Background: an optimization exercise with open tools, aiming at small area. Do not read the settings as production practice.
The RTL was checked by simulation tests, not by an equivalence proof against the original design.
No activity file was given, so power comes from the tool's default toggle rates.

<file path="flow/run.sh">
#!/bin/bash
# synth_recipe.tcl (not shown) runs the flow's synth.tcl, then flattens the netlist and writes it again
# the make line also repeats each setting of config.mk as NAME=value (left out here)
make -C /OpenROAD-flow-scripts/flow DESIGN_CONFIG=/design/flow/config.mk WORK_HOME=/design/flow/orfs CLKGATE_MAP_FILE= SYNTH_SCRIPT=/design/flow/synth_recipe.tcl finish
</file>
<file path="flow/config.mk">
export PLATFORM = sky130hd
export DESIGN_NAME = cpuCore
export DESIGN_NICKNAME = cpuCore
export VERILOG_FILES = /design/flow/design.v
export SDC_FILE = /design/flow/constraint.sdc
export NUM_CORES = 4
export LEC_CHECK = 0
export CAP_MARGIN = 20
export CORE_MARGIN = 2
export CORE_UTILIZATION = 40
export SLEW_MARGIN = 20
export SYNTH_MEMORY_MAX_BITS = 65536
</file>
<file path="flow/constraint.sdc">
create_clock -name core_clock -period 20.0 [get_ports {clk}]
set_input_delay 4.0000 -clock core_clock [delete_from_list [all_inputs] [get_ports {clk}]]
set_output_delay 4.0000 -clock core_clock [all_outputs]
set_load 0.01 [all_outputs]
</file>
<file path="flow/design.v">
`default_nettype none
package cpuPkg;
	typedef logic [32-1:0] word_t;
	typedef logic [12-1:0] pcAddr_t;
	typedef logic [5-1:0] regAddr_t;
	typedef enum logic [8-1:0] {
		opNop = 8'h00,
		opAdd = 8'h01,
		opSub = 8'h02,
		opMul = 8'h03,
		opXor = 8'h04,
		opOr = 8'h05,
		opAnd = 8'h06,
		opSll = 8'h07,
		opSra = 8'h08,
		opSrl = 8'h09,
		opSle = 8'h0A,
		opAddi = 8'h10,
		opSlli = 8'h11,
		opLw = 8'h20,
		opSw = 8'h21
	} opcode_t;
	typedef enum logic [3:0] {
		aluAdd, aluSub, aluMul, aluXor, aluOr,
		aluAnd, aluSll, aluSra, aluSrl, aluSle
	} aluOp_t;
	typedef enum logic [1:0] {srcReg, srcImm, srcShamt} operandSrc_t;
endpackage
`default_nettype wire
`default_nettype none
module fetchStage (
	input wire logic clk,
	input wire logic reset,
	input wire logic icacheReady,
	input cpuPkg::word_t icacheInstr,
	input wire logic hold,
	input wire logic memBusy,
	output cpuPkg::pcAddr_t icacheAddress,
	output logic icacheRequest,
	output cpuPkg::word_t ifInstr
);
	cpuPkg::pcAddr_t pc;
	logic frozen;
	logic accept;
	assign frozen = hold || memBusy;
	assign accept = icacheReady && !frozen;  
	assign icacheAddress = pc;
	assign icacheRequest = !reset;  
	always_ff @(posedge clk) begin
		if (reset)
			pc <= cpuPkg::pcAddr_t'(0);
		else if (accept)
			pc <= pc + cpuPkg::pcAddr_t'(4);
	end
	always_ff @(posedge clk) begin
		if (reset) begin
			ifInstr <= cpuPkg::word_t'(cpuPkg::opNop);
		end else if (!frozen) begin
			if (icacheReady)
				ifInstr <= icacheInstr;
			else
				ifInstr <= cpuPkg::word_t'(cpuPkg::opNop);  
		end
	end
endmodule
`default_nettype wire
`default_nettype none
module decodeStage (
	input wire logic clk,
	input wire logic reset,
	input cpuPkg::word_t ifInstr,
	input wire logic memBusy,
	input wire logic wbEnable,
	input cpuPkg::regAddr_t wbAddr,
	input cpuPkg::word_t wbData,
	output logic hold,
	output cpuPkg::aluOp_t idAluOp,
	output cpuPkg::operandSrc_t idSrc,
	output logic idRegWrite,
	output logic idMemRead,
	output logic idMemWrite,
	output cpuPkg::regAddr_t idRd,
	output cpuPkg::regAddr_t idRa,
	output cpuPkg::regAddr_t idRb,
	output cpuPkg::word_t idA,
	output cpuPkg::word_t idB,
	output cpuPkg::word_t idImm,
	output cpuPkg::regAddr_t idShamt
);
	cpuPkg::word_t regFile [2**5];
	cpuPkg::opcode_t opcode;
	cpuPkg::regAddr_t rdField;
	cpuPkg::regAddr_t raField;
	cpuPkg::regAddr_t rbField;
	cpuPkg::regAddr_t rbSel;
	logic [14-1:0] immField;
	cpuPkg::aluOp_t aluOp;
	cpuPkg::operandSrc_t src;
	logic regWrite;
	logic memRead;
	logic memWrite;
	cpuPkg::word_t aData;
	cpuPkg::word_t bData;
	function automatic cpuPkg::word_t readReg(cpuPkg::regAddr_t addr);
		if (addr == '0)
			readReg = '0;
		else if (wbEnable && addr == wbAddr)
			readReg = wbData;
		else
			readReg = regFile[addr];
	endfunction
	assign opcode = cpuPkg::opcode_t'(ifInstr[8-1:0]);
	assign rdField = ifInstr[27 +: 5];
	assign raField = ifInstr[22 +: 5];
	assign rbField = ifInstr[17 +: 5];
	assign immField = ifInstr[8 +: 14];
	assign rbSel = memWrite ? rdField : rbField;  
	always_comb begin
		src = cpuPkg::srcReg;
		regWrite = 1'b0;
		memRead = 1'b0;
		memWrite = 1'b0;
		case (opcode)
			cpuPkg::opAdd, cpuPkg::opSub, cpuPkg::opMul, cpuPkg::opXor, cpuPkg::opOr, cpuPkg::opAnd, cpuPkg::opSll, cpuPkg::opSra, cpuPkg::opSrl, cpuPkg::opSle:
				regWrite = 1'b1;
			cpuPkg::opAddi: begin
				regWrite = 1'b1;
				src = cpuPkg::srcImm;
			end
			cpuPkg::opSlli: begin
				regWrite = 1'b1;
				src = cpuPkg::srcShamt;
			end
			cpuPkg::opLw: begin
				regWrite = 1'b1;
				memRead = 1'b1;
				src = cpuPkg::srcImm;
			end
			cpuPkg::opSw: begin
				memWrite = 1'b1;
				src = cpuPkg::srcImm;  
			end
			default: ;
		endcase
	end
	always_comb begin
		case (opcode)
			cpuPkg::opSub: aluOp = cpuPkg::aluSub;
			cpuPkg::opMul: aluOp = cpuPkg::aluMul;
			cpuPkg::opXor: aluOp = cpuPkg::aluXor;
			cpuPkg::opOr: aluOp = cpuPkg::aluOr;
			cpuPkg::opAnd: aluOp = cpuPkg::aluAnd;
			cpuPkg::opSll, cpuPkg::opSlli: aluOp = cpuPkg::aluSll;
			cpuPkg::opSra: aluOp = cpuPkg::aluSra;
			cpuPkg::opSrl: aluOp = cpuPkg::aluSrl;
			cpuPkg::opSle: aluOp = cpuPkg::aluSle;
			default: aluOp = cpuPkg::aluAdd;
		endcase
	end
	always_comb begin
		aData = readReg(raField);
		bData = readReg(rbSel);
	end
	always_ff @(posedge clk) begin
		if (wbEnable && wbAddr != '0)
			regFile[wbAddr] <= wbData;
	end
	assign hold = idMemRead && (idRd == raField || idRd == rbSel);
	always_ff @(posedge clk) begin
		if (reset) begin
			idRegWrite <= 1'b0;
			idMemRead <= 1'b0;
			idMemWrite <= 1'b0;
		end else if (!memBusy) begin
			idRegWrite <= regWrite && !hold;
			idMemRead <= memRead && !hold;
			idMemWrite <= memWrite && !hold;
		end
	end
	always_ff @(posedge clk) begin
		if (!memBusy) begin
			idAluOp <= aluOp;
			idSrc <= src;
			idRd <= rdField;
			idRa <= raField;
			idRb <= rbSel;
			idA <= aData;
			idB <= bData;
			idImm <= {{(32 - 14){immField[14-1]}}, immField};
			idShamt <= ifInstr[12 +: 5];
		end
	end
endmodule
`default_nettype wire
`default_nettype none
module executeStage (
	input wire logic clk,
	input wire logic reset,
	input wire logic memBusy,
	input cpuPkg::aluOp_t idAluOp,
	input cpuPkg::operandSrc_t idSrc,
	input wire logic idRegWrite,
	input wire logic idMemRead,
	input wire logic idMemWrite,
	input cpuPkg::regAddr_t idRd,
	input cpuPkg::regAddr_t idRa,
	input cpuPkg::regAddr_t idRb,
	input cpuPkg::word_t idA,
	input cpuPkg::word_t idB,
	input cpuPkg::word_t idImm,
	input cpuPkg::regAddr_t idShamt,
	input wire logic wbEnable,
	input cpuPkg::regAddr_t wbAddr,
	input cpuPkg::word_t wbData,
	output logic exRegWrite,
	output logic exMemRead,
	output logic exMemWrite,
	output cpuPkg::regAddr_t exRd,
	output cpuPkg::word_t exResult,
	output cpuPkg::word_t exStoreData
);
	cpuPkg::word_t opA;
	cpuPkg::word_t regB;
	cpuPkg::word_t opB;
	cpuPkg::word_t aluResult;
	cpuPkg::regAddr_t shiftAmount;
	function automatic cpuPkg::word_t forwardValue(cpuPkg::regAddr_t addr, cpuPkg::word_t decoded);
		if (exRegWrite && exRd != '0 && exRd == addr)
			forwardValue = exResult;
		else if (wbEnable && wbAddr != '0 && wbAddr == addr)
			forwardValue = wbData;
		else
			forwardValue = decoded;
	endfunction
	always_comb begin
		opA = forwardValue(idRa, idA);
		regB = forwardValue(idRb, idB);  
		case (idSrc)
			cpuPkg::srcImm: opB = idImm;
			cpuPkg::srcShamt: opB = cpuPkg::word_t'(idShamt);
			default: opB = regB;
		endcase
	end
	assign shiftAmount = cpuPkg::regAddr_t'(opB);
	always_comb begin
		case (idAluOp)
			cpuPkg::aluSub: aluResult = opA - opB;
			cpuPkg::aluMul: aluResult = opA * opB;
			cpuPkg::aluXor: aluResult = opA ^ opB;
			cpuPkg::aluOr: aluResult = opA | opB;
			cpuPkg::aluAnd: aluResult = opA & opB;
			cpuPkg::aluSll: aluResult = opA << shiftAmount;
			cpuPkg::aluSra: aluResult = cpuPkg::word_t'($signed(opA) >>> shiftAmount);
			cpuPkg::aluSrl: aluResult = opA >> shiftAmount;
			cpuPkg::aluSle: aluResult = cpuPkg::word_t'(opA <= opB);  
			default: aluResult = opA + opB;
		endcase
	end
	always_ff @(posedge clk) begin
		if (reset) begin
			exRegWrite <= 1'b0;
			exMemRead <= 1'b0;
			exMemWrite <= 1'b0;
		end else if (!memBusy) begin
			exRegWrite <= idRegWrite;
			exMemRead <= idMemRead;
			exMemWrite <= idMemWrite;
		end
	end
	always_ff @(posedge clk) begin
		if (!memBusy) begin
			exRd <= idRd;
			exResult <= aluResult;
			exStoreData <= regB;
		end
	end
endmodule
`default_nettype wire
`default_nettype none
module memoryStage (
	input wire logic clk,
	input wire logic reset,
	input wire logic exRegWrite,
	input wire logic exMemRead,
	input wire logic exMemWrite,
	input cpuPkg::regAddr_t exRd,
	input cpuPkg::word_t exResult,
	input cpuPkg::word_t exStoreData,
	input wire logic dcacheReady,
	input cpuPkg::word_t dcacheReadData,
	output cpuPkg::pcAddr_t dcacheAddress,
	output logic dcacheRead,
	output logic dcacheWrite,
	output logic memBusy,
	output cpuPkg::word_t dcacheWriteData,
	output logic wbEnable,
	output cpuPkg::regAddr_t wbAddr,
	output cpuPkg::word_t wbData
);
	assign dcacheAddress = exResult[12-1:0];
	assign dcacheRead = exMemRead;  
	assign dcacheWrite = exMemWrite;
	assign dcacheWriteData = exStoreData;
	assign memBusy = dcacheRead && !dcacheReady;
	always_ff @(posedge clk) begin
		if (reset)
			wbEnable <= 1'b0;
		else if (!memBusy)
			wbEnable <= exRegWrite;
	end
	always_ff @(posedge clk) begin
		if (!memBusy) begin
			wbAddr <= exRd;
			wbData <= exMemRead ? dcacheReadData : exResult;
		end
	end
endmodule
`default_nettype wire
`default_nettype none
module cpuCore (
	input wire logic clk,
	input wire logic reset,
	input wire logic icacheReady,
	input cpuPkg::word_t icacheInstr,
	output cpuPkg::pcAddr_t icacheAddress,
	output logic icacheRequest,
	input wire logic dcacheReady,
	input cpuPkg::word_t dcacheReadData,
	output cpuPkg::pcAddr_t dcacheAddress,
	output logic dcacheRead,
	output logic dcacheWrite,
	output cpuPkg::word_t dcacheWriteData
);
	logic hold;
	logic memBusy;
	cpuPkg::word_t ifInstr;  
	cpuPkg::aluOp_t idAluOp;
	cpuPkg::operandSrc_t idSrc;
	logic idRegWrite;
	logic idMemRead;
	logic idMemWrite;
	cpuPkg::regAddr_t idRd;
	cpuPkg::regAddr_t idRa;
	cpuPkg::regAddr_t idRb;
	cpuPkg::word_t idA;
	cpuPkg::word_t idB;
	cpuPkg::word_t idImm;
	cpuPkg::regAddr_t idShamt;
	logic exRegWrite;
	logic exMemRead;
	logic exMemWrite;
	cpuPkg::regAddr_t exRd;
	cpuPkg::word_t exResult;
	cpuPkg::word_t exStoreData;
	logic wbEnable;
	cpuPkg::regAddr_t wbAddr;
	cpuPkg::word_t wbData;
	fetchStage fetch (.*);
	decodeStage decode (.*);
	executeStage execute (.*);
	memoryStage memory (.*);
endmodule
`default_nettype wire
</file>
==> results.sh <==
export IMPL_finalSetupViolCount=0
export IMPL_hp_start="fetch.ifInstr[9]$_SDFFE_PP0N_"
export IMPL_p_leak_uw=0.0348
export IMPL_r2r_end="execute.exResult[30]$_DFFE_PN_"
export IMPL_clkPwrFrac_pct=21.7
export IMPL_cp_end_kind="register"
export IMPL_drive_above_1_share_pct=12.0
export IMPL_postSynthCellCount=7654
export IMPL_synth_largest_area_cell="edfxtp_1"
export IMPL_die_h_um=462
export IMPL_min_period_over_period_pct=58.1
export IMPL_drc=0
export IMPL_tns_ns=0
export IMPL_fin_util_pct=44.8
export IMPL_timing_rr_start="memory.wbAddr[4]$_DFFE_PN_"
export IMPL_peakVddDrop_uv=183
export IMPL_finalClockSkew_ns=0.0618
export IMPL_start_util_pct=40.1
export IMPL_max_slew_margin_pct=18.4
export IMPL_rsz0062_at_grt="no"
export IMPL_hp_class="register to register"
export IMPL_die_x_um=462
export IMPL_r2r_setup_slack_ns=8.38
export IMPL_clkTransAtPathRegs_ns=0.07
export IMPL_syn_avg_cell_area_um2=11.0
export IMPL_cp_slowest_stage_delay_ns=0.83
export IMPL_cts_root_buf="clkbuf_16"
export IMPL_cts_resized_gates=0
export IMPL_cts_hold_buf=0
export IMPL_postRouteAntennaNets=0
export IMPL_die_area_um2=213000
export IMPL_grt_pass1_wl_um=464000
export IMPL_cts_buffers=143
export IMPL_yosys_cell_count_top_type="nand2_1"
export IMPL_hold_viol=0
export IMPL_drt_total_wl_um=325000
export IMPL_status="finished clean"
export IMPL_vias=64600
export IMPL_holdPathStages=0
export IMPL_syn2layout_area_growth_pct=11.6
export IMPL_p_seq_share_pct=29.1
export IMPL_grt_ovfl_total=0
export IMPL_path_max_fanout=51
export IMPL_core_um2=209000
export IMPL_synth_edf_count=1229
export IMPL_cp_top_family="adder cells"
export IMPL_p_per_area_nw_per_um2=134
export IMPL_clock_sinks=1283
export IMPL_io_pins=127
export IMPL_nNetsFinal=8317
export IMPL_gp_congestion=1.02
export IMPL_ys_seq_area_share_pct=45.3
export IMPL_synthFlopType="edfxtp_1"
export IMPL_max_freq_mhz=86.0
export IMPL_critPathLaunchType="register"
export IMPL_maxCapViolations=0
export IMPL_fin_ws_ns=8.38
export IMPL_internal_power_uw=7150
export IMPL_cts_path_max_buffers=3
export IMPL_antenna_found_initial=21
export IMPL_cts_tree="yes"
export IMPL_drv_slew=0
export IMPL_synth_top_cell_area_share_pct=44.0
export IMPL_rr_worst_depth=29
export IMPL_n_fill_cell=19100
export IMPL_async_flop_share_pct=0
export IMPL_ys_seq_elements=1283
export IMPL_critPathKind="register to register"
export IMPL_synth_area_top_cells="edfxtp_1 (44%), fa_1 (9.8%), mux4_2 (8.7%)"
export IMPL_p_comb_share_pct=49.2
export IMPL_synth_distinct_cells=101
export IMPL_p_switching_uw=5370
export IMPL_ys_warn_count=4
export IMPL_worst_path_most_repeated_cell="fa_1"
export IMPL_rows=168
export IMPL_hold_path_end="decode.idImm[1]$_DFFE_PN_"
export IMPL_synth_common_cells="nand2_1 (1,417), edfxtp_1 (1,229), nand3_1 (595)"
export IMPL_htreeDepth=4
export IMPL_grt_pass1_vias=64700
export IMPL_drt_iter0_markers=7377
export IMPL_crit_arrival_ns=12.13
export IMPL_drt_pass1_iter_count=6
export IMPL_slowest_stage="fa_1"
export IMPL_grt_usage_pct=30.2
export IMPL_routed_via_density=6.13
export IMPL_sw_frac_of_total_pct=42.9
export IMPL_syn_cell_area_um2=83900
export IMPL_dp_hpwl_um=214000
export IMPL_port_buffers=124
export IMPL_min_period_ns=11.62
export IMPL_wire_per_inst_um=30.8
export IMPL_insertion_delay_ns=0.83
export IMPL_cts_setup_buffers=0
export IMPL_crit_required_ns=20.51
export IMPL_tightest_slew_ns=1.19
export IMPL_grt_max_degree=155
export IMPL_crit_buf_inv=8
export IMPL_dp_slack_ns=8.77
## metal layers
| layer | GRT usage, % | part of all wire [%] | vias up |
|---|---|---|---|
| li1 | - | - | 27400 |
| met2 | 49.4 | 47 | 3639 |
| met5 | 0 | 0.038 | - |
| met4 | 19.9 | 7.6 | 18 |
| met3 | 5.95 | 8.7 | 974 |
| met1 | 36.4 | 36 | 32500 |
## final cells by class
cell class | instances | area, um^2 | share of cell area, %
Clock buffer | 169 | 3710 | 3.96
Sequential cell | 1283 | 38000 | 40.6
Timing Repair Buffer | 348 | 3120 | 3.33
Antenna cell | 6 | 15.0 | 0.0160
Clock inverter | 92 | 1110 | 1.19
Tap cell | 2805 | 3510 | 3.75
Multi-Input combinational cell | 5325 | 42200 | 45.1
Inverter | 510 | 1940 | 2.07
## power by group through the flow
| stage | sequential, uW | combinational [uW] | clock, uW |
|---|---|---|---|
| floorplan | 3700 | 3610 | 0 |
| global placement | 3780 | 5870 | 0 |
| detailed placement | 3740 | 5930 | 0 |
| CTS | 3690 | 5970 | 2740 |
| global route | 3650 | 6560 | 2850 |
| finish | 3640 | 6160 | 2720 |
## flip-flops by register name, summed over array words and instances (netlist names), 10 cells and up, named ones only
| name | cells |
|---|---|
| decode.regFile | 1024 |
| decode.idA | 32 |
| decode.idB | 32 |
| execute.exResult | 32 |
| execute.exStoreData | 32 |
| fetch.ifInstr | 32 |
| memory.wbData | 32 |
| decode.idImm | 10 |
| fetch.pc | 10 |
## kinds of logic after synthesis
kind of cell / after synthesis / share of synthesized area, %
and+or+nand+nor: 2884 / 14.6
DFF: 1283 / 45.3
AOI/OAI and AO/OA: 1085 / 8.90
buffers and inverters: 1079 / 5.09
adders and majority gates: 638 / 13.2
muxes: 519 / 11.1
xor gates and xnor gates: 165 / 1.85
other: 1 / 0.00447
## placed cells by master, fill, tap and decap left out, drive strengths merged, types with 26 or more instances in the layout
| master | netlist | routed |
|---|---|---|
| nand2 | 1418 | 1418 |
| edfxtp | 1229 | 1229 |
| nand3 | 595 | 595 |
| nor2 | 592 | 592 |
| inv | 506 | 509 |
| fa | 410 | 410 |
| mux4 | 325 | 325 |
| a21oi | 270 | 270 |
| ha | 228 | 228 |
| buf | 140 | 225 |
| clkbuf | 429 | 169 |
| mux2i | 168 | 168 |
| a311oi | 165 | 165 |
| o21ai | 164 | 164 |
| clkdlybuf4s50 | 0 | 123 |
| xnor2 | 120 | 120 |
| a211oi | 118 | 118 |
| and3 | 88 | 88 |
| a31oi | 87 | 87 |
| clkinv | 4 | 67 |
| nor3 | 57 | 57 |
| a21o | 54 | 54 |
| dfxtp | 54 | 54 |
| xor2 | 38 | 38 |
| conb | 1 | 34 |
| mux2 | 26 | 26 |
## worst max path at each step
stage,start,endpoint,cells past startpoint
after CTS,memory.wbAddr[4]$_DFFE_PN_,execute.exResult[28]$_DFFE_PN_,30
after detailed placement,memory.wbAddr[4]$_DFFE_PN_,execute.exResult[28]$_DFFE_PN_,30
final,memory.wbAddr[4]$_DFFE_PN_,execute.exResult[30]$_DFFE_PN_,29
after global placement,memory.wbAddr[4]$_DFFE_PN_,execute.exResult[28]$_DFFE_PN_,34
after floorplan,dcacheReady,register,10
after global routing,memory.wbAddr[4]$_DFFE_PN_,execute.exResult[28]$_DFFE_PN_,30
## stage by stage
| step | power (uW) | instances | hold slack [ns] | cell area [um^2] |
|---|---|---|---|---|
| 6_report | 12500 | 10500 | 0.432 | 93600 |
| 3_5_place_dp | 9670 | 10300 | 0.421 | 88700 |
| 2_1_floorplan | 7310 | 7687 | 0.406 | 84000 |
| 3_3_place_gp | 9650 | 10300 | 0.420 | 88500 |
| 4_1_cts | 12400 | 10500 | 0.437 | 93500 |
| 5_1_grt | 13100 | 10500 | 0.455 | 93600 |

what the ideal ports hide:
Ports are ideal in the flow. The routed layout listed here was re-timed in OpenROAD.
Step 1 assumes that a clkbuf_16 drives the clock port and a buf_2 every other input.
Step 2 also shifts input and output timing later by t, the mid clock arrival at the registers, as if the neighbouring blocks saw the same clock.
Three values: no drivers, after step 1, after step 2; two values: the first two.
t, ns: 0.902
setup slack, ns: 8.377 / 8.377 / 8.377
worst hold slack (ns): 0.432 / 0.432 / 0.432
worst setup path at the end: register to register
After both steps setup and hold are still met in this run. The setup slack of this run moves by 0.000 ns with the drivers and by 0.000 ns with both steps.
